Background: an optimization exercise with open tools, aiming at small area and a short achievable clock period. Do not read the settings as production practice.
Function was checked by simulation only, so behaviour that the tests miss may differ from the original.
No activity file was given, so power comes from the tool's default toggle rates.

$ cat design/flow/config.mk
export PLATFORM = sky130hd
export DESIGN_NAME = tx_frame_scheduler
export DESIGN_NICKNAME = tx_frame_scheduler
export VERILOG_FILES = /design/flow/design.v
export SDC_FILE = /design/flow/constraint.sdc
export NUM_CORES = 4
export LEC_CHECK = 0
export ABC_CLOCK_PERIOD_IN_PS = 3000
export CAP_MARGIN = 20
export CORE_MARGIN = 2
export CORE_UTILIZATION = 40
export CTS_CLUSTER_DIAMETER = 120
export CTS_CLUSTER_SIZE = 25
export SETUP_SLACK_MARGIN = 4.3
export SLEW_MARGIN = 20
$ cat design/flow/constraint.sdc
create_clock -name core_clock -period 7.0 [get_ports {i_clk}]
set_input_delay 1.4000 -clock core_clock [delete_from_list [all_inputs] [get_ports {i_clk}]]
set_output_delay 1.4000 -clock core_clock [all_outputs]
set_load 0.01 [all_outputs]
$ cat design/flow/design.v
module tx_frame_scheduler #(
    parameter int ADDR_W = 9
) (
    input  logic        i_clk,
    input  logic        i_rst,
    input  logic [7:0]  i_wr_data,
    input  logic        i_wr_en,
    input  logic        i_wr_abort,
    input  logic        i_clear_status,
    output logic        o_wr_ready,
    output logic [7:0]  o_tx_data,
    output logic        o_tx_valid,
    output logic        o_tx_last,
    input  logic        i_tx_ready,
    output logic [15:0] o_data_size,
    output logic [7:0]  o_frames_count,
    output logic [15:0] o_status
);
    localparam int DEPTH = 2**ADDR_W;
    localparam int PW    = ADDR_W + 1;
    localparam logic [15:0] MAX_LEN = 16'(DEPTH - 2);
    logic          s_len0, s_len1, s_data, s_skip, s_wbusy;
    logic          r_idle, r_hdr0, r_hdr1, r_data, r_rbusy;
    logic [ADDR_W-1:0] r_wr_ptr, r_commit_ptr;
    logic [PW-1:0] r_used, r_size;
    logic          r_full, r_nready, r_empty;
    logic [7:0]    r_len_lo;
    logic          r_lenlo_z, r_lenlo_1, r_lenlo_ff;
    logic [15:0]   r_remain;
    logic          r_rem1;
    logic [ADDR_W-1:0] r_count;
    logic          r_last;
    logic [7:0]    r_dout;
    logic [7:0]    r_frames;
    logic          r_frames_nz;
    logic [7:0]    r_drops;
    logic [3:0]    r_sticky;
    logic [7:0]    r_wa_n [8];
    logic [7:0]    r_wb_n;
    logic [7:0]    r_wq_data;
    localparam int NB  = 8;
    localparam int BW  = ADDR_W - 3;
    localparam int QTR = DEPTH / NB;
    logic [7:0]    w_rdata;
    logic [2:0]    r_ra_lo;
    logic [BW-1:0] r_bidx [NB];
    logic [7:0]    r_bdat [NB];
    assign w_rdata = r_bdat[r_ra_lo];
    logic abort_act, en, skip_dec, full_hit, store, st_len1, st_data;
    logic len_z, len_big, zl, ov, ok_len, commit, rewind, drop;
    logic [15:0] w_len;
    assign w_len     = {i_wr_data, r_len_lo};
    assign abort_act = i_wr_abort & ~s_len0;
    assign en        = i_wr_en & ~abort_act;
    assign skip_dec  = en & s_skip;
    assign full_hit  = en & ~s_skip & r_full;
    assign store     = en & ~s_skip & ~r_full;
    assign st_len1   = store & s_len1;
    assign st_data   = store & s_data;
    assign len_z     = (i_wr_data == 8'd0) & r_lenlo_z;
    assign len_big   = (i_wr_data > 8'd1) | ((i_wr_data == 8'd1) & r_lenlo_ff);
    assign zl        = st_len1 & len_z;
    assign ov        = st_len1 & ~len_z & len_big;
    assign ok_len    = st_len1 & ~len_z & ~len_big;
    assign commit    = st_data & r_rem1;
    assign rewind    = abort_act | full_hit | zl | ov;
    assign drop      = abort_act | (full_hit & ~s_len0) | zl | ov;
    logic [15:0] rem_dec;
    logic        rem_dec_is1;
    assign rem_dec     = r_remain - 16'd1;
    assign rem_dec_is1 = (r_remain == 16'd2);
    logic n_len0, n_len1, n_data, n_skip;
    logic [15:0] n_remain;
    logic        n_rem1;
    always_comb begin
        n_len0   = s_len0;
        n_len1   = s_len1;
        n_data   = s_data;
        n_skip   = s_skip;
        n_remain = r_remain;
        n_rem1   = r_rem1;
        if (abort_act) begin
            {n_len0, n_len1, n_data, n_skip} = 4'b1000;
        end else if (en) begin
            if (s_skip) begin
                n_remain = rem_dec;
                n_rem1   = rem_dec_is1;
                if (r_rem1) {n_len0, n_len1, n_data, n_skip} = 4'b1000;
            end else if (r_full) begin
                if (s_data && !r_rem1) begin
                    n_remain = rem_dec;
                    n_rem1   = rem_dec_is1;
                    {n_len0, n_len1, n_data, n_skip} = 4'b0001;
                end else begin
                    {n_len0, n_len1, n_data, n_skip} = 4'b1000;
                end
            end else if (s_len0) begin
                {n_len0, n_len1, n_data, n_skip} = 4'b0100;
            end else if (s_len1) begin
                n_remain = w_len;
                n_rem1   = (i_wr_data == 8'd0) & r_lenlo_1;
                if (len_z)        {n_len0, n_len1, n_data, n_skip} = 4'b1000;
                else if (len_big) {n_len0, n_len1, n_data, n_skip} = 4'b0001;
                else              {n_len0, n_len1, n_data, n_skip} = 4'b0010;
            end else if (s_data) begin
                n_remain = rem_dec;
                n_rem1   = rem_dec_is1;
                if (r_rem1) {n_len0, n_len1, n_data, n_skip} = 4'b1000;
            end
        end
    end
    logic [ADDR_W-1:0] wr_inc;
    assign wr_inc = r_wr_ptr + ADDR_W'(1);
    logic xfer, last_xfer, rd_inc;
    assign xfer      = r_data & i_tx_ready;
    assign last_xfer = xfer & r_last;
    assign rd_inc    = r_hdr0 | r_hdr1 | xfer;
    logic [ADDR_W-1:0] cnt_dec;
    logic        cnt_is1, cnt_is2;
    assign cnt_dec = r_count - ADDR_W'(1);
    assign cnt_is1 = (r_count == ADDR_W'(1));
    assign cnt_is2 = (r_count == ADDR_W'(2));
    logic [7:0] dout_adv;
    assign dout_adv = r_last ? 8'd0 : w_rdata;
    logic [PW-1:0] used_p1, used_m1, size_m1;
    assign used_p1 = r_used + PW'(1);
    assign used_m1 = r_used - PW'(1);
    assign size_m1 = r_size - PW'(1);
    logic rw, st, hd;              
    assign rw = rewind;
    assign st = store & ~rewind;
    assign hd = ~rewind & ~store;
    logic [PW-1:0] n_used, n_size;
    logic          n_full, n_empty;
    assign n_used = ({PW{rw &  rd_inc}} & size_m1) | ({PW{rw & ~rd_inc}} & r_size) |
                    ({PW{st &  rd_inc}} & r_used)  | ({PW{st & ~rd_inc}} & used_p1) |
                    ({PW{hd &  rd_inc}} & used_m1) | ({PW{hd & ~rd_inc}} & r_used);
    assign n_full = (rw & ~rd_inc & (r_size == PW'(DEPTH))) |
                    (st &  rd_inc & r_full) | (st & ~rd_inc & (r_used == PW'(DEPTH - 1))) |
                    (hd & ~rd_inc & r_full);
    assign n_empty = (rw &  rd_inc & (r_size == PW'(1))) | (rw & ~rd_inc & (r_size == PW'(0))) |
                     (st &  rd_inc & r_empty) |
                     (hd &  rd_inc & (r_used == PW'(1))) | (hd & ~rd_inc & r_empty);
    assign n_size = ({PW{ commit &  rd_inc}} & r_used)  | ({PW{ commit & ~rd_inc}} & used_p1) |
                    ({PW{~commit &  rd_inc}} & size_m1) | ({PW{~commit & ~rd_inc}} & r_size);
    logic       f_inc, f_dec, f_hold;
    logic [7:0] frames_p1, frames_m1, n_frames;
    assign f_inc     = commit & ~last_xfer;
    assign f_dec     = last_xfer & ~commit;
    assign f_hold    = ~f_inc & ~f_dec;
    assign frames_p1 = r_frames + 8'd1;
    assign frames_m1 = r_frames - 8'd1;
    assign n_frames  = ({8{f_inc}} & frames_p1) | ({8{f_dec}} & frames_m1) | ({8{f_hold}} & r_frames);
    logic [7:0]    r_frames_o;
    logic [PW-1:0] r_size_o;
    logic          r_nempty_o, r_full_o, r_valid_o, r_last_o;
    logic [7:0]    n_frames_o;
    logic [PW-1:0] n_size_o, size_o_m1;
    logic          n_full_o, n_empty_o;
    assign n_frames_o = ({8{f_inc}} & (r_frames_o + 8'd1)) | ({8{f_dec}} & (r_frames_o - 8'd1)) |
                        ({8{f_hold}} & r_frames_o);
    assign size_o_m1  = r_size_o - PW'(1);
    assign n_size_o   = ({PW{ commit &  rd_inc}} & r_used)    | ({PW{ commit & ~rd_inc}} & used_p1) |
                        ({PW{~commit &  rd_inc}} & size_o_m1) | ({PW{~commit & ~rd_inc}} & r_size_o);
    assign n_full_o   = (rw & ~rd_inc & (r_size == PW'(DEPTH))) |
                        (st &  rd_inc & r_full_o) | (st & ~rd_inc & (r_used == PW'(DEPTH - 1))) |
                        (hd & ~rd_inc & r_full_o);
    assign n_empty_o  = (rw &  rd_inc & (r_size == PW'(1))) | (rw & ~rd_inc & (r_size == PW'(0))) |
                        (st &  rd_inc & ~r_nempty_o) |
                        (hd &  rd_inc & (r_used == PW'(1))) | (hd & ~rd_inc & ~r_nempty_o);
    logic [7:0] drops_sat, n_drops;
    assign drops_sat = (r_drops == 8'hFF) ? 8'hFF : r_drops + 8'd1;
    assign n_drops = ({8{ i_clear_status & drop}} & 8'd1) |
                     ({8{~i_clear_status & drop}} & drops_sat) |
                     ({8{~i_clear_status & ~drop}} & r_drops);
    always_ff @(posedge i_clk or posedge i_rst) begin
        if (i_rst) begin
            s_len0       <= 1'b1;
            s_len1       <= 1'b0;
            s_data       <= 1'b0;
            s_skip       <= 1'b0;
            s_wbusy      <= 1'b0;
            r_idle       <= 1'b1;
            r_hdr0       <= 1'b0;
            r_hdr1       <= 1'b0;
            r_data       <= 1'b0;
            r_rbusy      <= 1'b0;
            r_wr_ptr     <= '0;
            r_commit_ptr <= '0;
            r_ra_lo      <= '0;
            for (int j = 0; j < NB; j++) r_bidx[j] <= '0;
            r_used       <= '0;
            r_size       <= '0;
            r_full       <= 1'b0;
            r_nready     <= 1'b0;
            r_empty      <= 1'b1;
            r_len_lo     <= 8'd0;
            r_lenlo_z    <= 1'b1;
            r_lenlo_1    <= 1'b0;
            r_lenlo_ff   <= 1'b0;
            r_remain     <= 16'd0;
            r_rem1       <= 1'b0;
            r_count      <= '0;
            r_last       <= 1'b0;
            r_dout       <= 8'd0;
            r_frames     <= 8'd0;
            r_frames_o   <= 8'd0;
            r_size_o     <= '0;
            r_nempty_o   <= 1'b0;
            r_full_o     <= 1'b0;
            r_valid_o    <= 1'b0;
            r_last_o     <= 1'b0;
            r_frames_nz  <= 1'b0;
            r_drops      <= 8'd0;
            r_sticky     <= 4'b0000;
        end else begin
            s_len0  <= n_len0;
            s_len1  <= n_len1;
            s_data  <= n_data;
            s_skip  <= n_skip;
            s_wbusy <= ~n_len0;
            r_remain <= n_remain;
            r_rem1   <= n_rem1;
            if (store && s_len0) begin
                r_len_lo   <= i_wr_data;
                r_lenlo_z  <= (i_wr_data == 8'h00);
                r_lenlo_1  <= (i_wr_data == 8'h01);
                r_lenlo_ff <= (i_wr_data == 8'hFF);
            end
            if (rewind)     r_wr_ptr <= r_commit_ptr;
            else if (store) r_wr_ptr <= wr_inc;
            if (commit) r_commit_ptr <= wr_inc;
            r_idle  <= (r_idle & ~r_frames_nz) | last_xfer;
            r_hdr0  <= r_idle & r_frames_nz;
            r_hdr1  <= r_hdr0;
            r_data  <= r_hdr1 | (r_data & ~last_xfer);
            r_rbusy <= ~((r_idle & ~r_frames_nz) | last_xfer);
            if ((r_idle & r_frames_nz) | r_hdr0 | r_hdr1 | (xfer & ~r_last)) begin
                r_ra_lo <= r_ra_lo + 3'd1;
                for (int j = 0; j < NB; j++)
                    if (r_ra_lo == 3'(j)) r_bidx[j] <= r_bidx[j] + 1'b1;
            end
            if (r_idle)      r_count[7:0]        <= w_rdata;
            else if (r_hdr0) r_count[ADDR_W-1:8] <= w_rdata[ADDR_W-9:0];
            else if (xfer)   r_count       <= cnt_dec;
            if (r_hdr1)      r_last <= cnt_is1;
            else if (r_data) r_last <= i_tx_ready ? (~r_last & cnt_is2) : r_last;
            else             r_last <= 1'b0;
            if (r_hdr1)      r_dout <= w_rdata;
            else if (r_data) r_dout <= i_tx_ready ? dout_adv : r_dout;
            else             r_dout <= 8'd0;
            r_frames    <= n_frames;
            r_frames_nz <= f_inc | (f_dec & (r_frames != 8'd1)) | (f_hold & r_frames_nz);
            r_frames_o <= n_frames_o;
            r_size_o   <= n_size_o;
            r_full_o   <= n_full_o;
            r_nempty_o <= ~n_empty_o;
            r_valid_o  <= r_hdr1 | (r_valid_o & ~(i_tx_ready & r_last));
            if (r_hdr1)         r_last_o <= cnt_is1;
            else if (r_valid_o) r_last_o <= i_tx_ready ? (~r_last_o & cnt_is2) : r_last_o;
            else                r_last_o <= 1'b0;
            r_used  <= n_used;
            r_size  <= n_size;
            r_full  <= n_full;
            r_nready <= n_full;
            r_empty <= n_empty;
            r_sticky <= (i_clear_status ? 4'b0000 : r_sticky) |
                        {abort_act, ov, zl, full_hit};
            r_drops  <= n_drops;
        end
    end
    always_ff @(posedge i_clk) begin
        for (int j = 0; j < 8; j++)
            for (int k = 0; k < 8; k++)
                r_wa_n[j][k] <= ~(store && r_wr_ptr[2:0] == 3'(j) && r_wr_ptr[5:3] == 3'(k));
        for (int k = 0; k < 8; k++) r_wb_n[k] <= ~(r_wr_ptr[8:6] == 3'(k));
        r_wq_data <= i_wr_data;
    end
    logic [DEPTH*8-1:0] r_mem;
    always_ff @(posedge i_clk) begin
        for (int j = 0; j < NB; j++) begin
            for (int i = 0; i < QTR; i++)
                if (!(r_wa_n[j][i[2:0]] | r_wb_n[i[5:3]])) r_mem[(j*QTR+i)*8 +: 8] <= r_wq_data;
            r_bdat[j] <= r_mem[(j*QTR + int'(r_bidx[j]))*8 +: 8];
        end
    end
    assign o_wr_ready     = ~r_nready;
    assign o_tx_valid     = r_valid_o;
    assign o_tx_last      = r_last_o;
    assign o_tx_data      = r_dout;
    assign o_data_size    = 16'(r_size_o);
    assign o_frames_count = r_frames_o;
    assign o_status       = {r_drops, r_sticky, ~r_nempty_o, r_full_o, r_rbusy, s_wbusy};
endmodule
$ cat design/flow/run.sh
#!/bin/bash
# synth_recipe.tcl (not shown) runs the flow's synth.tcl, then flattens the netlist and writes it again
# the make line also repeats each setting of config.mk as NAME=value (left out here)
make -C /OpenROAD-flow-scripts/flow DESIGN_CONFIG=/design/flow/config.mk WORK_HOME=/design/flow/orfs CLKGATE_MAP_FILE= SYNTH_SCRIPT=/design/flow/synth_recipe.tcl finish
==> results of run 1 <==
[placed cells by master, fill, tap and decap left out, drive strengths merged, types with 25 or more instances in the layout]
master	count
edfxtp	4096
mux2i	476
nor4	25
a2111oi	42
a22oi	79
mux4	915
clkbuf	339
a221oi	31
nor3	66
dfrtp	186
a22o	28
o21ai	115
xor2	34
nand3	78
inv	64
nand2	273
buf	348
nor2b	35
dfxtp	144
mux2	80
a211oi	39
o22ai	92
and3	34
a21oi	96
xnor2	72
nor2	691
o221ai	34
ha	40
[metal layers]
metal	wire length [um]	GRT usage, %
met1	182000	27.6
met2	213000	32.1
met3	28700	2.43
met4	13500	5.35
met5	13	0
[final cells by class]
type                    count  share of cell area, %
diodes                      7                0.00928
repair inverters            1                0.00265
multi-input cells        3726                   21.1
well taps                5710                   3.79
clock inverters            12                 0.0822
repair buffers            386                   2.65
clock buffers             330                   2.95
flip-flops and latches   4429                   69.3
inverters                  61                  0.131
[registers in the layout, summed over array words and instances (netlist names), 3 cells and up]
| signal | cells |
|---|---|
| r_used | 10 |
| r_wq_data | 8 |
| r_frames_o | 8 |
| r_size | 10 |
| r_frames | 8 |
| r_size_o | 10 |
| r_ra_lo | 3 |
| r_remain | 16 |
| r_drops | 8 |
| r_mem | 4096 |
| r_wa_n | 64 |
| r_count | 9 |
| r_dout | 8 |
| r_bdat | 64 |
| r_bidx | 48 |
| r_sticky | 4 |
| r_wb_n | 8 |
| r_len_lo | 8 |
| r_commit_ptr | 9 |
| r_wr_ptr | 9 |
[power by group through the flow]
stage / Combinational, W / Clock, W / Sequential [W]
2_1_floorplan: 0.0126 / 0 / 0.0307
3_3_place_gp: 0.0167 / 0 / 0.0326
3_5_place_dp: 0.0168 / 0 / 0.0326
4_1_cts: 0.0195 / 0.0138 / 0.0314
5_1_grt: 0.0208 / 0.0146 / 0.0315
6_report: 0.0198 / 0.0136 / 0.0314
[how the worst min path moves through the flow]
stage	startpoint	slack (ps)	endpoint	cells past startpoint
global route	r_len_lo[0]	520	r_len_lo[0]	1
detailed placement	r_commit_ptr[7]	470	r_commit_ptr[7]	2
finish	r_commit_ptr[7]	500	r_commit_ptr[7]	2
CTS	r_commit_ptr[7]	490	r_commit_ptr[7]	2
global placement	r_commit_ptr[2]	460	r_commit_ptr[2]	2
floorplan	r_commit_ptr[2]	450	r_commit_ptr[2]	2
[timing repair]
item	4_1_cts	5_1_grt
gates resized for setup	476	75
endpoints found under the setup margin	541	293
cloned	24	10
pin swaps	8	6
setup buffers	125	43
[per-stage QoR]
step                instances  power, W  area [um^2]  hold WS [ps]
CTS                     14600    0.0647       188000           494
global placement        14100    0.0493       179000           460
floorplan                8791    0.0433       173000           446
finish                  14700    0.0648       189000           499
global route            14700    0.0669       189000           524
detailed placement      14100    0.0494       179000           472
[cells by family (layout without fill, tap and decap cells)]
logic type | count (synthesis) | count (layout) | share of synthesized area, %
xor gates and xnor gates | 106 | 106 | 0.538
and+or+nand+nor | 1351 | 1353 | 3.47
adders and majority gates | 40 | 40 | 0.290
other | 1 | 13 | 0.00217
AOI/OAI and AO/OA | 747 | 750 | 3.10
buffers and inverters | 641 | 790 | 1.74
DFF | 4429 | 4429 | 75.6
muxes | 1471 | 1471 | 15.2
==> out/qor.csv, run 1 <==
metric;value;unit
status;no timing/DRC/antenna violations;
pwr dens;343;nW/um^2
register area share after synthesis;75.6;%
WP depth;1;
Combinational Power Share;30.6;%
initial antenna violation count;16;
power share of the clock group;20.9;%
top-count cell post-synth;edfxtp_1;
worst r2r src;r_bidx[6][2];
Worst-Margin Slew;1250;ps
clock slew at reported path FFs;110;ps
Gate Count Post-Synth;8786;
core area;430000;um^2
first-pass detailed-route iteration total;8;
cts hold-fix bufs;0;
leakage power;58.5;nW
final estimated routing congestion in global placement;0.846;
Syn. warnings;4;
Internal Dissipation;0.0442;W
clock latency (worst-skew pair);950;ps
die height;661;um
Post-Synthesis Cell Area;173000;um^2
Final min period;3120;ps
share of cells above drive strength 1;20.2;%
Die Span X;661;um
r2r worst-path depth;7;
Worst path max stage delay;600;ps
residual DRC count;0;
die area;437000;um^2
CP delay by family, top;flip-flops;
ys async rst share;4.27;%
period utilization;44.5;%
initial DRC count;10100;
pin count of the biggest net entering global routing;201;
# clock sinks;4429;
# port buffers;58;
setup TNS;0;ps
Final Setup Violations;0;
Netlist cell types;87;
setup slack after layout;3880;ps
cts bufs inserted;201;
total grt overflow;0;
max-slew violation count;0;
Finished Core Util;43.8;%
first-pass GRT wire length;624000;um
CP Capture Type;output pin;
CTS tree;done;
Flop pwr share;48.5;%
most common library cells after synthesis;edfxtp_1, mux4_2, nor2_1, mux2i_1, nand2_1;
MaxCap Viol Count;0;
Nets;8860;
Layout Skew;59.0;ps
critical path endpoint;o_tx_data[2];
R2R Path End;r_bdat[6][6];
worst-path cell chain;buf_6;
vias in the first global route;85100;
sw frac;31.7;%
area share of the leading cell type in the synthesized netlist;71.2;%
slowest cell on the critical path;dfrtp_2;
critical path fanouts, max;2;
Startpoint Class;flip-flop;
maximum vdd drop;0.240;mV
achievable frequency;321;MHz
area grow syn2layout;9.24;%
switching pwr;0.0205;W
setup slack, reg-to-reg;4240;ps
Crit Path Category;flip-flop to output pin;
post-place setup slack;1760;ps
GR Util All Layers;19.5;%
Synth area leader;edfxtp_1;
worst hold path type;flip-flop to flip-flop;
number of I/O pins;65;
fillers;36300;
top cells by area, synth;edfxtp_1, mux4_2, mux2i_1;
synthesized area per cell;19.7;um^2
Hold Violations, Final;0;
area of the multi-input gates;39700;um^2
Initial Utilization;40.1;%
Clock Tree Buf Depth;4;
RSZ-0062 raised after global routing;yes;
Max-slew headroom;16.5;%
Top FF cell, synth;edfxtp_1;
CP Launch Point;r_dout[2];
Via-to-Cell Ratio;5.80;
DRT Wirelength;437000;um
wire per inst;29.8;um
CTS H-tree depth;4;
worst path buffer plus inverter count;1;
Required @ worst endpoint;5600;ps
Seq cells post-synth;4429;
crit path DAT;1720;ps
Final ANT Viol Nets;0;
DR vias;85100;
area taken by flip-flops and latches;131000;um^2
clk root buf;clkbuf_16;
hpwl dp;257000;um
Post-synth EDFFs;4096;
row count;241;
==> run 2: changes to the inputs <==
--- a/design/flow/config.mk
+++ b/design/flow/config.mk
@@ -15 +15,2 @@
 export SLEW_MARGIN = 20
+export TNS_END_PERCENT = 20
==> run 2 against run 1 <==
Against the previous run: global-route usage shrank 0.18 points; final area shrank 0.35%; largest power group unchanged; clock skew shrank 0.69 ps; fmax grew 0.14%; area after synthesis is the same; flip-flop and latch count is the same.
==> out/qor.csv, run 2 <==
metric;value;unit;change
Gate Count Post-Synth;8786;;unchanged
Max-slew headroom;19.3;%;was 16.5%
clk root buf;clkbuf_16;;unchanged
Netlist cell types;87;;unchanged
final estimated routing congestion in global placement;0.846;;unchanged
setup TNS;0;ps;unchanged
Final min period;3110;ps;was 3120 ps
Clock Tree Buf Depth;4;;unchanged
period utilization;44.5;%;about the same
register area share after synthesis;75.6;%;unchanged
ys async rst share;4.27;%;unchanged
Top FF cell, synth;edfxtp_1;;unchanged
die area;437000;um^2;unchanged
clock latency (worst-skew pair);950;ps;about the same
# clock sinks;4429;;unchanged
Via-to-Cell Ratio;5.79;;was 5.80
total power;0.0643;W;was 0.0648 W
row count;241;;unchanged
worst hold path type;flip-flop to flip-flop;;unchanged
Final ANT Viol Nets;0;;unchanged
DRT Wirelength;434000;um;was 437000 um
Worst-Margin Slew;1210;ps;was 1250 ps
Nets;8834;;was 8860
initial DRC count;9779;;was 10.1k
Die Span X;661;um;unchanged
fillers;36300;;about the same
cts hold-fix bufs;0;;unchanged
residual DRC count;0;;unchanged
wire per inst;29.7;um;was 29.8 um
Syn. warnings;4;;unchanged
Finished Core Util;43.7;%;was 43.8%
setup slack, reg-to-reg;4130;ps;was 4240 ps
RSZ-0062 raised after global routing;yes;;unchanged
share of cells above drive strength 1;19.7;%;was 20.2%
Hold Violations, Final;0;;unchanged
CP delay by family, top;flip-flops;;unchanged
fin area;188000;um^2;was 189000 um^2
status;no timing/DRC/antenna violations;;unchanged
Crit Path Category;flip-flop to output pin;;unchanged
number of I/O pins;65;;unchanged
area share of the leading cell type in the synthesized netlist;71.2;%;unchanged
top-count cell post-synth;edfxtp_1;;unchanged
# port buffers;58;;unchanged
first-pass detailed-route iteration total;6;;was 8
MaxCap Viol Count;0;;unchanged
Synth area leader;edfxtp_1;;unchanged
maximum vdd drop;0.222;mV;was 0.240 mV
Worst path max stage delay;580;ps;was 600 ps
Post-synth EDFFs;4096;;unchanged
clock slew at reported path FFs;110;ps;about the same
setup slack after layout;3890;ps;was 3880 ps
most common library cells after synthesis;edfxtp_1, mux4_2, nor2_1, mux2i_1, nand2_1;;unchanged
top cells by area, synth;edfxtp_1, mux4_2, mux2i_1;;unchanged
pin count of the biggest net entering global routing;208;;was 201
Post-Synthesis Cell Area;173000;um^2;unchanged
CTS tree;done;;unchanged
cts bufs inserted;201;;unchanged
Placed Instance Area;179000;um^2;unchanged
core area;430000;um^2;unchanged
max FFs per register;4096;;unchanged
Final Setup Violations;0;;unchanged
critical path fanouts, max;5;;was 2
vias in the first global route;84700;;was 85.1k
leakage power;58.1;nW;was 58.5 nW
Initial Utilization;40.1;%;unchanged
DR vias;84800;;was 85.1k
first-pass GRT wire length;619000;um;was 624000 um
hpwl dp;257000;um;unchanged
CP Capture Type;output pin;;unchanged
commonest non-fill, non-tap cell in the layout;edfxtp_1;;unchanged
worst-path cell chain;buf_6;;unchanged
initial antenna violation count;13;;was 16
synthesized area per cell;19.7;um^2;unchanged
Most flops, register;r_mem;;unchanged
die height;661;um;unchanged
GR Util All Layers;19.4;%;was 19.5%
most frequent cells in the layout;edfxtp_1, mux4_2, nor2_1, mux2i_1, nand2_1;;unchanged
max-slew violation count;0;;unchanged
Seq cells post-synth;4429;;unchanged
crit path DAT;1710;ps;was 1720 ps
Layout Skew;58.3;ps;was 59.0 ps
post-place setup slack;1760;ps;unchanged
Startpoint Class;flip-flop;;unchanged
slowest cell on the critical path;dfrtp_2;;unchanged
area grow syn2layout;8.85;%;was 9.24%
total grt overflow;0;;unchanged
Top Registers;r_mem (4096), r_bdat (64), r_wa_n (64);;unchanged
Required @ worst endpoint;5600;ps;about the same
CTS H-tree depth;4;;unchanged
pwr dens;342;nW/um^2;was 343 nW/um^2
worst path buffer plus inverter count;1;;unchanged
achievable frequency;321;MHz;about the same
## run 2: final cells by class
type	instances	area, um^2	area share (%)
Timing Repair Buffer	362	4490	2.39
Clock buffer	330	5560	2.96
Clock inverter	12	155	0.0825
Inverter	61	246	0.131
Multi-Input combinational cell	3725	39600	21.1
Sequential cell	4429	131000	69.6
Antenna cell	8	20.0	0.0106
Tap cell	5710	7140	3.80
## run 2: stage by stage
| step | std cells | hold WS, ps |
|---|---|---|
| final | 14600 | 503 |
| after floorplan | 8791 | 446 |
| after CTS | 14600 | 494 |
| after global routing | 14600 | 524 |
| after detailed placement | 14100 | 472 |
| after global placement | 14100 | 460 |
## run 2: tightest hold or removal path: stages (launching register included)
cell     delay, ps
dfrtp_1        360
nand2_1         50
o21ai_0         60
## run 2: report_power, final
group	internal (W)	switching, W	leakage (nW)
Combinational	0.00875	0.0105	15.2
Clock	0.00552	0.00803	2.72
Sequential	0.0296	0.00180	40.3
Total	0.0439	0.0204	58.1
## run 2: final timing paths
path / from / to / cells after the start
max: r_size_o[2] / o_data_size[2] / 1
min: r_commit_ptr[7] / r_commit_ptr[7] / 2
max reg2reg: r_bidx[3][1] / r_bdat[3][4] / 6
min reg2reg: r_commit_ptr[7] / r_commit_ptr[7] / 2
max in group asynchronous: i_rst / r_bidx[6][1] / 3
min in group asynchronous: i_rst / r_bidx[7][1] / 2
## run 2: kinds of logic (layout without fill, tap and decap cells)
group                      after synthesis  after routing  synth area share (%)
AOI/OAI and AO/OA                      747            749                  3.10
and+or+nand+nor                       1351           1353                  3.47
other                                    1             14               0.00217
DFF                                   4429           4429                  75.6
buffers and inverters                  641            765                  1.74
adders and majority gates               40             40                 0.290
muxes                                 1471           1471                  15.2
xor gates and xnor gates               106            106                 0.538
## run 2: layer usage
layer | track usage [%] | wire [um] | vias up
met5 | 0 | 13 | -
met1 | 27.4 | 182000 | 45700
met4 | 5.10 | 12700 | 2
li1 | - | - | 35400
met2 | 31.8 | 212000 | 3141
met3 | 2.41 | 28100 | 494
## run 2: what timing repair did
item | 4_1_cts | 5_1_grt
endpoints found under the setup margin | 541 | 606
resized for setup | 397 | 91
cloned | 15 | 9
pin swaps | 3 | 7
buffers inserted | 95 | 57
==> run 3: changes to the inputs <==
--- a/design/flow/design.v
+++ b/design/flow/design.v
@@ -196,9 +196,2 @@
             r_empty      <= 1'b1;
-            r_len_lo     <= 8'd0;
-            r_lenlo_z    <= 1'b1;
-            r_lenlo_1    <= 1'b0;
-            r_lenlo_ff   <= 1'b0;
-            r_remain     <= 16'd0;
-            r_rem1       <= 1'b0;
-            r_count      <= '0;
             r_last       <= 1'b0;
@@ -221,10 +214,2 @@
             s_wbusy <= ~n_len0;
-            r_remain <= n_remain;
-            r_rem1   <= n_rem1;
-            if (store && s_len0) begin
-                r_len_lo   <= i_wr_data;
-                r_lenlo_z  <= (i_wr_data == 8'h00);
-                r_lenlo_1  <= (i_wr_data == 8'h01);
-                r_lenlo_ff <= (i_wr_data == 8'hFF);
-            end
             if (rewind)     r_wr_ptr <= r_commit_ptr;
@@ -242,5 +227,2 @@
             end
-            if (r_idle)      r_count[7:0]        <= w_rdata;
-            else if (r_hdr0) r_count[ADDR_W-1:8] <= w_rdata[ADDR_W-9:0];
-            else if (xfer)   r_count       <= cnt_dec;
             if (r_hdr1)      r_last <= cnt_is1;
@@ -272,2 +254,15 @@
     always_ff @(posedge i_clk) begin
+        r_remain <= n_remain;
+        r_rem1   <= n_rem1;
+        if (store && s_len0) begin
+            r_len_lo   <= i_wr_data;
+            r_lenlo_z  <= (i_wr_data == 8'h00);
+            r_lenlo_1  <= (i_wr_data == 8'h01);
+            r_lenlo_ff <= (i_wr_data == 8'hFF);
+        end
+        if (r_idle)      r_count[7:0]        <= w_rdata;
+        else if (r_hdr0) r_count[ADDR_W-1:8] <= w_rdata[ADDR_W-9:0];
+        else if (xfer)   r_count             <= cnt_dec;
+    end
+    always_ff @(posedge i_clk) begin
         for (int j = 0; j < 8; j++)
--- a/design/flow/config.mk
+++ b/design/flow/config.mk
@@ -15,2 +15 @@
 export SLEW_MARGIN = 20
-export TNS_END_PERCENT = 20
==> run 3 against run 2 <==
Against the previous run: still clean; clock power is essentially flat; wire length shrank 3.7%; final area is 0.11% lower; global-route usage is 0.59 points lower; worst setup slack improved by 110 ps; clock skew rose by 43 ps; die area is 0.16% lower; total power is 3.5% lower; critical path type unchanged; highest routed layer unchanged.
==> out/qor.csv, run 3 <==
metric;value;unit;change
status;no timing/DRC/antenna violations;;unchanged
# port buffers;58;;unchanged
share of cells above drive strength 1;19.3;%;was 19.7%
Placed Instance Area;179000;um^2;about the same
first-pass GRT wire length;604000;um;was 619000 um
R2R Path End;r_bdat[7][0];;was r_bdat[3][4]
CTS tree;done;;unchanged
setup slack, reg-to-reg;4280;ps;was 4130 ps
pwr dens;330;nW/um^2;was 342 nW/um^2
area taken by flip-flops and latches;131000;um^2;about the same
Crit Path Category;flip-flop to output pin;;unchanged
Synth area leader;edfxtp_1;;unchanged
setup TNS;0;ps;unchanged
die height;661;um;about the same
cts hold-fix bufs;0;;unchanged
row count;241;;unchanged
period utilization;42.9;%;was 44.5%
Post-synth EDFFs;4133;;was 4096
Worst Min Path Start;r_commit_ptr[7];;unchanged
Worst-Margin Slew;1390;ps;was 1210 ps
critical path fanouts, max;2;;was 5
synthesized area per cell;19.8;um^2;was 19.7 um^2
Gate Count Post-Synth;8699;;was 8786
CP delay by family, top;flip-flops;;unchanged
commonest non-fill, non-tap cell in the layout;edfxtp_1;;unchanged
worst hold path type;flip-flop to flip-flop;;unchanged
Final Setup Violations;0;;unchanged
cell depth of the worst hold path;2;;unchanged
MaxCap Viol Count;0;;unchanged
Top Registers;r_mem (4096), r_bdat (64), r_wa_n (64);;unchanged
Hold Violations, Final;0;;unchanged
initial antenna violation count;12;;was 13
clock slew at reported path FFs;100;ps;was 110 ps
Die Span X;661;um;about the same
hpwl dp;241000;um;was 257000 um
max-slew violation count;0;;unchanged
Startpoint Class;flip-flop;;unchanged
wire per inst;28.7;um;was 29.7 um
maximum vdd drop;0.245;mV;was 0.222 mV
worst r2r src;r_bidx[7][0];;was r_bidx[3][1]
GR Util All Layers;18.8;%;was 19.4%
Via-to-Cell Ratio;5.76;;was 5.79
worst path buffer plus inverter count;2;;was 1
Finished Core Util;43.7;%;about the same
top cells by area, synth;edfxtp_1, mux4_2, mux2i_1;;unchanged
Post-Synthesis Cell Area;172000;um^2;was 173000 um^2
RSZ-0062 raised after global routing;yes;;unchanged
Nets;8731;;was 8834
most frequent cells in the layout;edfxtp_1, mux4_2, nor2_1, mux2i_1, nand2_1;;unchanged
top-count cell post-synth;edfxtp_1;;unchanged
final estimated routing congestion in global placement;0.841;;was 0.846
register area share after synthesis;75.9;%;was 75.6%
Top FF cell, synth;edfxtp_1;;unchanged
Final ANT Viol Nets;0;;unchanged
leakage power;57.2;nW;was 58.1 nW
CTS H-tree depth;4;;unchanged
Required @ worst endpoint;5600;ps;about the same
# clock sinks;4429;;unchanged
fillers;36600;;was 36.3k
residual DRC count;0;;unchanged
area grow syn2layout;8.91;%;was 8.85%
area share of the leading cell type in the synthesized netlist;72.0;%;was 71.2%
Netlist cell types;77;;was 87
most common library cells after synthesis;edfxtp_1, mux4_2, nor2_1, mux2i_1, nand2_1;;unchanged
Seq cells post-synth;4429;;unchanged
worst-path cell chain;inv_4, buf_6;;was buf_6
Layout Skew;102;ps;was 58.3 ps
CP Capture Type;output pin;;unchanged
achievable frequency;333;MHz;was 321 MHz
cts bufs inserted;200;;was 201
r2r worst-path depth;7;;was 6
number of I/O pins;65;;unchanged
slowest cell on the critical path;dfrtp_2;;unchanged
Clock Tree Buf Depth;4;;unchanged
ys async rst share;3.43;%;was 4.27%
Worst path max stage delay;450;ps;was 580 ps
core area;430000;um^2;about the same
crit path DAT;1610;ps;was 1710 ps
total grt overflow;0;;unchanged
vias in the first global route;83800;;was 84.7k
fin area;188000;um^2;about the same
area of the multi-input gates;39200;um^2;was 39600 um^2
Initial Utilization;40.1;%;about the same
first-pass detailed-route iteration total;8;;was 6
die area;436000;um^2;was 437000 um^2
Final min period;3010;ps;was 3110 ps
pin count of the biggest net entering global routing;217;;was 208
Hold Crit Endpoint;r_commit_ptr[7];;unchanged
initial DRC count;9138;;was 9779
Syn. warnings;4;;unchanged
DRT Wirelength;418000;um;was 434000 um
clock latency (worst-skew pair);990;ps;was 950 ps
Max-slew headroom;7.34;%;was 19.3%
max FFs per register;4096;;unchanged
DR vias;83800;;was 84.8k
Most flops, register;r_mem;;unchanged
clk root buf;clkbuf_16;;unchanged
[run 3: cell type report]
type | count | share of cell area (%)
flip-flops and latches | 4429 | 69.7
multi-input cells | 3650 | 20.9
well taps | 5710 | 3.80
clock buffers | 354 | 3.00
repair buffers | 337 | 2.34
inverters | 59 | 0.131
clock inverters | 14 | 0.115
diodes | 4 | 0.00533
[run 3: metrics by stage]
| step | cells | hold slack [ps] | power (W) | worst slack (ps) |
|---|---|---|---|---|
| after detailed placement | 14000 | 471 | 0.0472 | 2180 |
| after global placement | 14000 | 460 | 0.0471 | 2250 |
| final | 14600 | 494 | 0.0620 | 3990 |
| after floorplan | 8704 | 446 | 0.0420 | 3680 |
| after CTS | 14500 | 495 | 0.0622 | 3910 |
| after global routing | 14600 | 521 | 0.0642 | 3940 |
[run 3: cell families (layout without fill, tap and decap cells)]
group	count (synthesis)	after routing	synth area share, %
flip-flops	4429	4429	75.9
multiplexers	1483	1483	15.4
AND/OR/NAND/NOR	1245	1245	3.15
AO/OA/AOI/OAI	756	756	2.96
buffers and inverters	625	764	1.70
XOR/XNOR	120	120	0.610
adder cells (fa/ha/maj)	40	40	0.290
other	1	10	0.00217
[run 3: repair_timing]
item                                    CTS  global route
setup buffers                           107            29
cloned                                   20             5
endpoints found under the hold margin     0             0
pin swaps                                 3             5
endpoints found under the setup margin  265           155
resized for setup                       425            60
[run 3: tightest hold or removal path, cell delays in order, from the launching register on]
cell	delay (ps)
dfrtp_1	360
nand2_1	50
o21ai_0	60
[run 3: metal layers]
| metal | track usage [%] | routed length [um] |
|---|---|---|
| met2 | 30.7 | 202000 |
| met1 | 27.0 | 178000 |
| met5 | 0 | 13 |
| met3 | 2.09 | 26100 |
| met4 | 4.73 | 11100 |
[run 3: how the worst max path moves through the flow]
stage | from | endpoint | slack, ps | cells past startpoint
after floorplan | i_rst | r_bidx[0][0] | 3680 | 1
after global placement | i_wr_en | r_frames_o[4] | 2250 | 12
after detailed placement | i_wr_en | r_frames_o[4] | 2180 | 12
after CTS | r_nready | o_wr_ready | 3910 | 2
after global routing | r_nempty_o | o_status[3] | 3940 | 2
final | r_nready | o_wr_ready | 3990 | 2
[run 3: where the power goes]
group,switching (W),internal [W]
logic,0.00937,0.00804
registers,0.00133,0.0296
clock network,0.00809,0.00559
==> run 4: changes to the inputs <==
--- a/design/flow/config.mk
+++ b/design/flow/config.mk
@@ -10,3 +10,3 @@
 export CORE_MARGIN = 2
-export CORE_UTILIZATION = 40
+export CORE_UTILIZATION = 47
 export CTS_CLUSTER_DIAMETER = 120
==> run 4 against run 3 <==
Against the previous run: synthesized cell count is the same; sequential share of layout area grew 0.23 points; total power grew 0.55%; worst hold slack lost 1.7 ps; largest power group unchanged; highest routed layer is now met4.
==> out/qor.csv, run 4 <==
metric;value;unit;change
Placed Instance Area;178000;um^2;was 179000 um^2
CP delay by family, top;flip-flops;;unchanged
commonest non-fill, non-tap cell in the layout;edfxtp_1;;unchanged
met1 usage;32.3;%;was 27.0%
Final Setup Violations;0;;unchanged
clk root buf;clkbuf_16;;unchanged
total power;0.0624;W;was 0.0620 W
# port buffers;58;;unchanged
DR vias;84000;;was 83.8k
crit path DAT;1650;ps;was 1610 ps
max-slew violation count;0;;unchanged
Gate Count Post-Synth;8699;;unchanged
gr busiest metal;met2;;unchanged
residual DRC count;0;;unchanged
period utilization;43.5;%;was 42.9%
Final min period;3050;ps;was 3010 ps
Final ANT Viol Nets;0;;unchanged
total grt overflow;0;;unchanged
clock latency (worst-skew pair);970;ps;was 990 ps
number of I/O pins;65;;unchanged
initial antenna violation count;6;;was 12
Startpoint Class;flip-flop;;unchanged
DRT Wirelength;421000;um;was 418000 um
CP Capture Type;output pin;;unchanged
hold slack;492;ps;was 494 ps
area share of the leading cell type in the synthesized netlist;72.0;%;unchanged
row count;222;;was 241
Post-synth EDFFs;4133;;unchanged
MaxCap Viol Count;0;;unchanged
CTS H-tree depth;4;;unchanged
Required @ worst endpoint;5600;ps;about the same
leakage power;57.5;nW;was 57.2 nW
pin count of the biggest net entering global routing;231;;was 217
first-pass GRT wire length;602000;um;was 604000 um
register area share after synthesis;75.9;%;unchanged
core area;366000;um^2;was 430000 um^2
die area;372000;um^2;was 436000 um^2
Flop pwr share;50.0;%;was 49.9%
RSZ-0062 raised after global routing;yes;;unchanged
status;no timing/DRC/antenna violations;;unchanged
most frequent cells in the layout;edfxtp_1, mux4_2, nor2_1, mux2i_1, nand2_1;;unchanged
worst-path cell chain;buf_6;;was inv_4, buf_6
pwr dens;333;nW/um^2;was 330 nW/um^2
ys async rst share;3.43;%;unchanged
hpwl dp;242000;um;was 241000 um
Initial Utilization;47.2;%;was 40.1%
setup slack, reg-to-reg;4290;ps;was 4280 ps
first-pass detailed-route iteration total;9;;was 8
cts hold-fix bufs;0;;unchanged
Worst-Margin Slew;1280;ps;was 1390 ps
setup TNS;0;ps;unchanged
die height;610;um;was 661 um
CTS tree;done;;unchanged
synthesized area per cell;19.8;um^2;unchanged
Crit Path Category;flip-flop to output pin;;unchanged
initial DRC count;10100;;was 9138
share of cells above drive strength 1;19.8;%;was 19.3%
fin area;187000;um^2;was 188000 um^2
placed cells;13100;;was 14.0k
most common library cells after synthesis;edfxtp_1, mux4_2, nor2_1, mux2i_1, nand2_1;;unchanged
Worst path max stage delay;510;ps;was 450 ps
area grow syn2layout;8.56;%;was 8.91%
max FFs per register;4096;;unchanged
met3 Use GR;2.76;%;was 2.09%
top-count cell post-synth;edfxtp_1;;unchanged
Nets;8764;;was 8731
Clock Tree Buf Depth;4;;unchanged
Top Registers;r_mem (4096), r_bdat (64), r_wa_n (64);;unchanged
GR Util All Layers;22.1;%;was 18.8%
Hold Violations, Final;0;;unchanged
# clock sinks;4429;;unchanged
grt met2 use;36.0;%;was 30.7%
Most flops, register;r_mem;;unchanged
worst hold path type;flip-flop to flip-flop;;unchanged
switching pwr;0.0190;W;was 0.0188 W
Netlist cell types;77;;unchanged
vias in the first global route;83500;;was 83.8k
wire per inst;30.8;um;was 28.7 um
Internal Dissipation;0.0434;W;was 0.0433 W
top cells by area, synth;edfxtp_1, mux4_2, mux2i_1;;unchanged
clock slew at reported path FFs;100;ps;about the same
Max-slew headroom;14.9;%;was 7.34%
sw frac;30.5;%;was 30.3%
worst path buffer plus inverter count;1;;was 2
maximum vdd drop;0.269;mV;was 0.245 mV
Layout Skew;93.6;ps;was 102 ps
achievable frequency;328;MHz;was 333 MHz
slowest cell on the critical path;dfrtp_2;;unchanged
critical path fanouts, max;3;;was 2
Die Span X;610;um;was 661 um
Top FF cell, synth;edfxtp_1;;unchanged
Synth area leader;edfxtp_1;;unchanged
Combinational Power Share;28.2;%;was 28.1%
Syn. warnings;4;;unchanged
Via-to-Cell Ratio;6.14;;was 5.76
power share of the clock group;21.9;%;was 22.0%
cts bufs inserted;200;;unchanged
Seq cells post-synth;4429;;unchanged
final estimated routing congestion in global placement;0.823;;was 0.841
non-filler instance count after layout;13700;;was 14.6k
Post-Synthesis Cell Area;172000;um^2;unchanged
run 4: changes by cell type in the layout (fill, tap and decap cells not counted), sizes merged:
| cell | delta |
|---|---|
| buf | +32 |
| bufbuf | -4 |
| inv | +4 |
| clkbuf | -3 |
| clkinv | -3 |
| clkinvlp | -3 |
| dlymetal6s2s | +2 |
| bufinv | -1 |
| diode | +1 |
| dlygate4sd2 | -1 |
| nand3 | +1 |
run 4: cells by family (layout without fill, tap and decap cells):
| family | Yosys count | count (layout) | share of synthesized area [%] |
|---|---|---|---|
| xor+xnor | 120 | 120 | 0.610 |
| simple gates | 1245 | 1246 | 3.15 |
| buf+inv | 625 | 787 | 1.70 |
| compound gates | 756 | 756 | 2.96 |
| flops | 4429 | 4429 | 75.9 |
| fa+ha+maj | 40 | 40 | 0.290 |
| other cells | 1 | 11 | 0.00217 |
| mux | 1483 | 1483 | 15.4 |
run 4: worst paths after layout:
kind                                 startpoint              end  cells after the start
worst max register to register     r_bidx[7][0]     r_bdat[7][2]                      7
worst min-delay path            r_commit_ptr[8]  r_commit_ptr[8]                      2
min in group asynchronous                 i_rst       r_drops[2]                      3
worst min register to register  r_commit_ptr[8]  r_commit_ptr[8]                      2
worst max-delay path                   r_last_o        o_tx_last                      1
max in group asynchronous                 i_rst    r_frames_o[6]                      4
run 4: stage by stage:
stage                     util [%]  setup WS, ps
after floorplan                  -          3680
final                         51.2          3950
after CTS                     50.9          3890
after global placement        48.6          2260
after detailed placement      48.6          2200
after global routing          51.2          3930
run 4: timing repair:
action | 4_1_cts | 5_1_grt
gates cloned | 17 | 10
gates resized for setup | 432 | 97
buffers inserted | 116 | 37
endpoints found under the setup margin | 216 | 238
pin swaps | 5 | 6
run 4: routing by layer:
| layer | share of wire, % | wire [um] |
|---|---|---|
| met1 | 42 | 178000 |
| met2 | 49 | 205000 |
| met3 | 7.0 | 29400 |
| met4 | 2.2 | 9330 |
| met5 | 0 | 0 |
run 4: power by group through the flow:
stage | clock, W | sequential, W | combinational [W]
2_1_floorplan | 0 | 0.0307 | 0.0113
3_3_place_gp | 0 | 0.0323 | 0.0148
3_5_place_dp | 0 | 0.0323 | 0.0149
4_1_cts | 0.0139 | 0.0312 | 0.0172
5_1_grt | 0.0147 | 0.0312 | 0.0185
6_report | 0.0137 | 0.0312 | 0.0176
run 4: cell type report:
cell class | count | area (um^2)
clock buffer | 348 | 5650
clock inverter | 11 | 116
antenna | 5 | 12.5
tap | 4816 | 6030
multi-input combinational | 3651 | 39400
fill | 28700 | 178000
timing repair buffer | 369 | 4830
inverter | 59 | 235
sequential | 4429 | 131000
==> run 5: changes to the inputs <==
--- a/design/flow/config.mk
+++ b/design/flow/config.mk
@@ -10,5 +10,6 @@
 export CORE_MARGIN = 2
-export CORE_UTILIZATION = 47
+export CORE_UTILIZATION = 40
 export CTS_CLUSTER_DIAMETER = 120
 export CTS_CLUSTER_SIZE = 25
+export PLACE_DENSITY = 0.5
 export SETUP_SLACK_MARGIN = 4.3
==> run 5 against run 4 <==
Against the previous run: still clean; utilization is 7.6 points lower; fmax is 0.90% lower; clock-buffer cell count is 5 higher; sequential share of layout area is 0.18 points lower; flip-flop and latch count stayed put; wire length is 6.2% higher; worst hold slack better by 6.3 ps; largest cell class unchanged; largest power group unchanged.
==> out/qor.csv, run 5 <==
metric;value;unit;change
status;no timing/DRC/antenna violations;;unchanged
share of cells above drive strength 1;19.3;%;was 19.8%
cts bufs inserted;200;;unchanged
Netlist cell types;77;;unchanged
first-pass GRT wire length;635000;um;was 602000 um
Flop pwr share;49.6;%;was 50.0%
CTS tree;done;;unchanged
area share of the leading cell type in the synthesized netlist;72.0;%;unchanged
die height;661;um;was 610 um
Required @ worst endpoint;5600;ps;about the same
core area;430000;um^2;was 366000 um^2
Gate Count Post-Synth;8699;;unchanged
cts hold-fix bufs;0;;unchanged
area taken by flip-flops and latches;131000;um^2;about the same
first-pass detailed-route iteration total;7;;was 9
worst path buffer plus inverter count;1;;unchanged
Crit Path Category;flip-flop to output pin;;unchanged
initial antenna violation count;15;;was 6
Top Registers;r_mem (4096), r_bdat (64), r_wa_n (64);;unchanged
RSZ-0062 raised after global routing;yes;;unchanged
GR Util All Layers;20.1;%;was 22.1%
Layout Skew;62.0;ps;was 93.6 ps
Internal Dissipation;0.0432;W;was 0.0434 W
pin count of the biggest net entering global routing;193;;was 231
number of I/O pins;65;;unchanged
worst hold path type;flip-flop to flip-flop;;unchanged
Syn. warnings;4;;unchanged
commonest non-fill, non-tap cell in the layout;edfxtp_1;;unchanged
area grow syn2layout;8.84;%;was 8.56%
Worst Min Path Start;r_commit_ptr[6];;was r_commit_ptr[8]
Post-synth EDFFs;4133;;unchanged
pwr dens;334;nW/um^2;was 333 nW/um^2
clock latency (worst-skew pair);980;ps;was 970 ps
Combinational Power Share;28.4;%;was 28.2%
total grt overflow;0;;unchanged
hpwl dp;260000;um;was 242000 um
residual DRC count;0;;unchanged
ys async rst share;3.43;%;unchanged
synthesized area per cell;19.8;um^2;unchanged
Most flops, register;r_mem;;unchanged
CTS H-tree depth;4;;unchanged
setup TNS;0;ps;unchanged
period utilization;43.9;%;was 43.5%
power share of the clock group;22.0;%;was 21.9%
area of the multi-input gates;39200;um^2;was 39400 um^2
max FFs per register;4096;;unchanged
Final Setup Violations;0;;unchanged
row count;241;;was 222
Die Span X;661;um;was 610 um
Via-to-Cell Ratio;5.72;;was 6.14
register area share after synthesis;75.9;%;unchanged
most frequent cells in the layout;edfxtp_1, mux4_2, nor2_1, mux2i_1, nand2_1;;unchanged
Initial Utilization;40.1;%;was 47.2%
CP Capture Type;output pin;;unchanged
leakage power;57.2;nW;was 57.5 nW
clk root buf;clkbuf_16;;unchanged
CP delay by family, top;flip-flops;;unchanged
Nets;8733;;was 8764
clock slew at reported path FFs;110;ps;was 100 ps
critical path fanouts, max;2;;was 3
Final ANT Viol Nets;0;;unchanged
die area;436000;um^2;was 372000 um^2
initial DRC count;8225;;was 10.1k
worst-path cell chain;buf_6;;unchanged
# clock sinks;4429;;unchanged
vias in the first global route;83700;;was 83.5k
Seq cells post-synth;4429;;unchanged
fillers;37100;;was 28.7k
maximum vdd drop;0.241;mV;was 0.269 mV
sw frac;31.1;%;was 30.5%
CP Launch Point;r_dout[2];;was r_last_o
Worst-Margin Slew;1210;ps;was 1280 ps
Post-Synthesis Cell Area;172000;um^2;unchanged
Startpoint Class;flip-flop;;unchanged
DRT Wirelength;447000;um;was 421000 um
switching pwr;0.0195;W;was 0.0190 W
final estimated routing congestion in global placement;0.806;;was 0.823
Final min period;3080;ps;was 3050 ps
# port buffers;58;;unchanged
crit path DAT;1680;ps;was 1650 ps
top-count cell post-synth;edfxtp_1;;unchanged
achievable frequency;325;MHz;was 328 MHz
Top FF cell, synth;edfxtp_1;;unchanged
Hold Violations, Final;0;;unchanged
setup slack, reg-to-reg;4300;ps;was 4290 ps
Max-slew headroom;19.0;%;was 14.9%
most common library cells after synthesis;edfxtp_1, mux4_2, nor2_1, mux2i_1, nand2_1;;unchanged
max-slew violation count;0;;unchanged
Finished Core Util;43.6;%;was 51.2%
Clock Tree Buf Depth;4;;unchanged
worst r2r src;r_ra_lo[2];;was r_bidx[7][0]
top cells by area, synth;edfxtp_1, mux4_2, mux2i_1;;unchanged
Worst path max stage delay;530;ps;was 510 ps
Synth area leader;edfxtp_1;;unchanged
slowest cell on the critical path;dfrtp_2;;unchanged
MaxCap Viol Count;0;;unchanged
DR vias;83300;;was 84.0k
wire per inst;30.7;um;was 30.8 um
run 5: cell counts after synthesis:
Identical to the previous run, type by type.
run 5: worst paths after layout:
check | endpoint | cells past startpoint
min reg2reg | r_commit_ptr[6] | 2
max reg2reg | r_count[3] | 5
min in group asynchronous | r_dout[2] | 3
max in group asynchronous | r_frames_o[6] | 4
max | o_tx_data[2] | 1
min | r_commit_ptr[6] | 2
run 5: repair_timing:
action                                  4_1_cts  5_1_grt
resized for setup                           419       56
buffers inserted                            105       21
pin swaps                                     8        4
gates cloned                                 14        9
endpoints found under the setup margin      344      257
run 5: cell families after synthesis:
logic type	count (synthesis)	share of synthesized area, %
other	1	0.00217
xor gates and xnor gates	120	0.610
buffers and inverters	625	1.70
DFF	4429	75.9
adders and majority gates	40	0.290
muxes	1483	15.4
and+or+nand+nor	1245	3.15
AOI/OAI and AO/OA	756	2.96
run 5: metrics by stage:
stage | total power (W) | area, um^2 | std cells | hold slack, ps | setup slack [ps]
2_1_floorplan | 0.0420 | 172000 | 8704 | 446 | 3680
3_3_place_gp | 0.0479 | 179000 | 14000 | 464 | 2540
3_5_place_dp | 0.0479 | 179000 | 14000 | 473 | 2470
4_1_cts | 0.0630 | 187000 | 14500 | 501 | 3840
5_1_grt | 0.0650 | 188000 | 14600 | 527 | 3890
6_report | 0.0627 | 188000 | 14600 | 498 | 3920
run 5: worst min-delay path, delay by kind of cell, from the launching register on:
| kind | cells | cell delay (ps) |
|---|---|---|
| and+or+nand+nor | 1 | 50 |
| AOI/OAI and AO/OA | 1 | 60 |
| DFF | 1 | 370 |
run 5: power groups by stage:
stage | combinational [W] | clock [W] | sequential [W]
floorplan | 0.0113 | 0 | 0.0307
global placement | 0.0156 | 0 | 0.0322
detailed placement | 0.0157 | 0 | 0.0322
CTS | 0.0177 | 0.0142 | 0.0311
global route | 0.0188 | 0.0150 | 0.0311
finish | 0.0178 | 0.0138 | 0.0311
run 5: layout make-up:
type	instances	area share, %
clock buffers	353	3.01
multi-input cells	3653	20.9
diodes	5	0.00667
well taps	5710	3.81
clock inverters	12	0.0753
flip-flops and latches	4429	69.8
inverters	59	0.122
repair buffers	336	2.28
run 5: layer usage:
metal | share of wire [%] | wire (um) | GRT usage, %
met3 | 4.7 | 20800 | 1.87
met4 | 2.1 | 9350 | 4.09
met5 | 0.0051 | 23 | 0
met2 | 48 | 215000 | 32.5
met1 | 45 | 202000 | 29.8
==> run 6: changes to the inputs <==
--- a/design/flow/config.mk
+++ b/design/flow/config.mk
@@ -13,4 +13,3 @@
 export CTS_CLUSTER_SIZE = 25
-export PLACE_DENSITY = 0.5
-export SETUP_SLACK_MARGIN = 4.3
+export SETUP_SLACK_MARGIN = 4.15
 export SLEW_MARGIN = 20
==> run 6 against run 5 <==
Against the previous run: utilization decreased by 0.18 points; die area unchanged; area after synthesis unchanged; via count increased by 0.12%; largest power group unchanged; clock power about the same; first-iteration DRC count increased by 2.0%; fmax increased by 1.1%; wire length decreased by 7.0%; still clean; worst hold slack got worse by 1.9 ps; global-route usage decreased by 1.5 points; final area decreased by 0.42%; worst setup slack improved by 34 ps.
==> out/qor.csv, run 6 <==
metric;value;unit;change
register area share after synthesis;75.9;%;unchanged
Seq cells post-synth;4429;;unchanged
status;no timing/DRC/antenna violations;;unchanged
DRT Wirelength;416000;um;was 447000 um
die area;436000;um^2;unchanged
setup TNS;0;ps;unchanged
commonest non-fill, non-tap cell in the layout;edfxtp_1;;unchanged
wire per inst;28.7;um;was 30.7 um
slowest cell on the critical path;dfrtp_2;;unchanged
Die Span X;661;um;unchanged
CP Capture Type;output pin;;unchanged
core area;430000;um^2;unchanged
max-slew violation count;0;;unchanged
number of I/O pins;65;;unchanged
Layout Skew;60.9;ps;was 62.0 ps
clk root buf;clkbuf_16;;unchanged
leakage power;56.9;nW;was 57.2 nW
worst hold path type;flip-flop to flip-flop;;unchanged
initial antenna violation count;12;;was 15
Crit Path Category;flip-flop to output pin;;unchanged
Final min period;3040;ps;was 3080 ps
Post-Synthesis Cell Area;172000;um^2;unchanged
Syn. warnings;4;;unchanged
hpwl dp;242000;um;was 260000 um
pwr dens;328;nW/um^2;was 334 nW/um^2
Final ANT Viol Nets;0;;unchanged
Nets;8705;;was 8733
non-filler instance count after layout;14500;;was 14.6k
maximum vdd drop;0.226;mV;was 0.241 mV
first-pass GRT wire length;597000;um;was 635000 um
Required @ worst endpoint;5600;ps;about the same
placed cells;14000;;about the same
top cells by area, synth;edfxtp_1, mux4_2, mux2i_1;;unchanged
CTS tree;done;;unchanged
Hold Violations, Final;0;;unchanged
worst-path cell chain;buf_6;;unchanged
Worst-Margin Slew;1260;ps;was 1210 ps
Final Setup Violations;0;;unchanged
Netlist cell types;77;;unchanged
synthesized area per cell;19.8;um^2;unchanged
row count;241;;unchanged
final estimated routing congestion in global placement;0.833;;was 0.806
top-count cell post-synth;edfxtp_1;;unchanged
area grow syn2layout;8.39;%;was 8.84%
period utilization;43.4;%;was 43.9%
CTS H-tree depth;4;;unchanged
share of cells above drive strength 1;18.6;%;was 19.3%
DR vias;83400;;was 83.3k
most frequent cells in the layout;edfxtp_1, mux4_2, nor2_1, mux2i_1, nand2_1;;unchanged
area share of the leading cell type in the synthesized netlist;72.0;%;unchanged
Max-slew headroom;16.2;%;was 19.0%
Startpoint Class;flip-flop;;unchanged
Top FF cell, synth;edfxtp_1;;unchanged
MaxCap Viol Count;0;;unchanged
max FFs per register;4096;;unchanged
clock latency (worst-skew pair);970;ps;was 980 ps
initial DRC count;8388;;was 8225
most common library cells after synthesis;edfxtp_1, mux4_2, nor2_1, mux2i_1, nand2_1;;unchanged
Synth area leader;edfxtp_1;;unchanged
achievable frequency;329;MHz;was 325 MHz
total grt overflow;0;;unchanged
# port buffers;58;;unchanged
clock slew at reported path FFs;100;ps;was 110 ps
cts bufs inserted;201;;was 200
Clock Tree Buf Depth;4;;unchanged
GR Util All Layers;18.6;%;was 20.1%
ys async rst share;3.43;%;unchanged
vias in the first global route;83000;;was 83.7k
pin count of the biggest net entering global routing;211;;was 193
Via-to-Cell Ratio;5.74;;was 5.72
# clock sinks;4429;;unchanged
residual DRC count;0;;unchanged
worst path buffer plus inverter count;1;;unchanged
Initial Utilization;40.1;%;unchanged
Top Registers;r_mem (4096), r_bdat (64), r_wa_n (64);;unchanged
CP delay by family, top;flip-flops;;unchanged
total power;0.0613;W;was 0.0627 W
first-pass detailed-route iteration total;6;;was 7
Worst path max stage delay;520;ps;was 530 ps
die height;661;um;unchanged
Post-synth EDFFs;4133;;unchanged
Gate Count Post-Synth;8699;;unchanged
crit path DAT;1640;ps;was 1680 ps
Most flops, register;r_mem;;unchanged
critical path fanouts, max;2;;unchanged
RSZ-0062 raised after global routing;yes;;unchanged
-- run 6: cell counts after synthesis --
Identical to the previous run, type by type.
-- run 6: final cells by class --
cell class / instances / area, um^2
clock inverter: 15 / 196
fill: 36700 / 243000
multi-input combinational: 3653 / 39000
antenna: 2 / 5.00
sequential: 4429 / 131000
inverter: 59 / 225
clock buffer: 343 / 5610
timing repair buffer: 307 / 3700
tap: 5710 / 7140
-- run 6: routing by layer --
| metal | GRT usage (%) | vias up | part of all wire, % |
|---|---|---|---|
| met5 | 0 | - | 0.0062 |
| met4 | 4.39 | 4 | 2.5 |
| met3 | 2.60 | 484 | 6.8 |
| met2 | 30.4 | 2869 | 48 |
| met1 | 26.6 | 45000 | 42 |
| li1 | - | 35000 | - |
-- run 6: timing repair --
item                       4_1_cts  5_1_grt
gates resized for setup        358       42
setup buffers                   83       25
setup endpoints to repair      217      117
hold buffers                     0        0
pin swaps                        3        6
gates cloned                     9        6
-- run 6: worst paths after layout --
kind	slack (ps)	from	cells past startpoint	endpoint
min in group asynchronous	810	i_rst	2	r_frames_o[7]
hold reg to reg	500	r_commit_ptr[2]	2	r_commit_ptr[2]
max in group asynchronous	4970	i_rst	3	r_bidx[7][3]
hold / removal	500	r_commit_ptr[2]	2	r_commit_ptr[2]
setup reg to reg	4040	r_bidx[0][0]	5	r_bdat[0][2]
setup / recovery	3960	r_dout[4]	1	o_tx_data[4]
-- run 6: stage by stage --
| stage | hold slack (ps) | instance area [um^2] | worst slack (ps) | utilization [%] |
|---|---|---|---|---|
| global placement | 462 | 179000 | 2210 | 41.6 |
| finish | 496 | 187000 | 3960 | 43.5 |
| CTS | 499 | 186000 | 3890 | 43.3 |
| floorplan | 446 | 172000 | 3540 | - |
| global route | 533 | 187000 | 3910 | 43.5 |
| detailed placement | 476 | 179000 | 2030 | 41.6 |
-- run 6: cells by family (layout without fill, tap and decap cells) --
logic type / after synthesis / count (layout) / synth area share [%]
muxes: 1483 / 1483 / 15.4
AOI/OAI and AO/OA: 756 / 759 / 2.96
buffers and inverters: 625 / 724 / 1.70
and+or+nand+nor: 1245 / 1245 / 3.15
xor gates and xnor gates: 120 / 120 / 0.610
DFF: 4429 / 4429 / 75.9
other: 1 / 8 / 0.00217
adders and majority gates: 40 / 40 / 0.290
-- run 6: power by group --
part           switching [W]  internal (W)
combinational        0.00911       0.00754
sequential           0.00143        0.0296
clock                0.00806       0.00556
total                 0.0186        0.0427

[what the ideal ports hide]
No port has a modelled driver above. Below, the same layouts with a new extraction and two added sets of constraints.
Step 1 (the two cells are an assumption about what drives the block):
set clk [get_ports {i_clk}]
set_driving_cell -lib_cell sky130_fd_sc_hd__clkbuf_16 $clk
set_driving_cell -lib_cell sky130_fd_sc_hd__buf_2 [delete_from_list [all_inputs] $clk]
Step 2 also shifts input and output timing later by t, the mid clock arrival at the registers, as if the neighbouring blocks saw the same clock.
Three values: ideal ports, drivers, drivers and shift; two values: the first two.
run | t, ns | setup WS [ns] | worst slew at a driven data input, ns
run 1 | 1.044 | 3.882 / 3.768 / 3.209 | 0.26
run 2 | 1.030 | 3.886 / 3.777 / 3.088 | 0.22
run 3 | 1.067 | 3.994 / 3.873 / 3.410 | 0.10
run 4 | 1.035 | 3.952 / 3.846 / 3.408 | 0.04
run 5 | 1.067 | 3.925 / 3.815 / 3.319 | 0.10
run 6 | 1.060 | 3.959 / 3.836 / 3.192 | 0.07
After both steps every run listed still meets setup and hold. The setup slack of run 2, which loses most, moves by -0.109 ns with the drivers and by -0.798 ns with both steps.
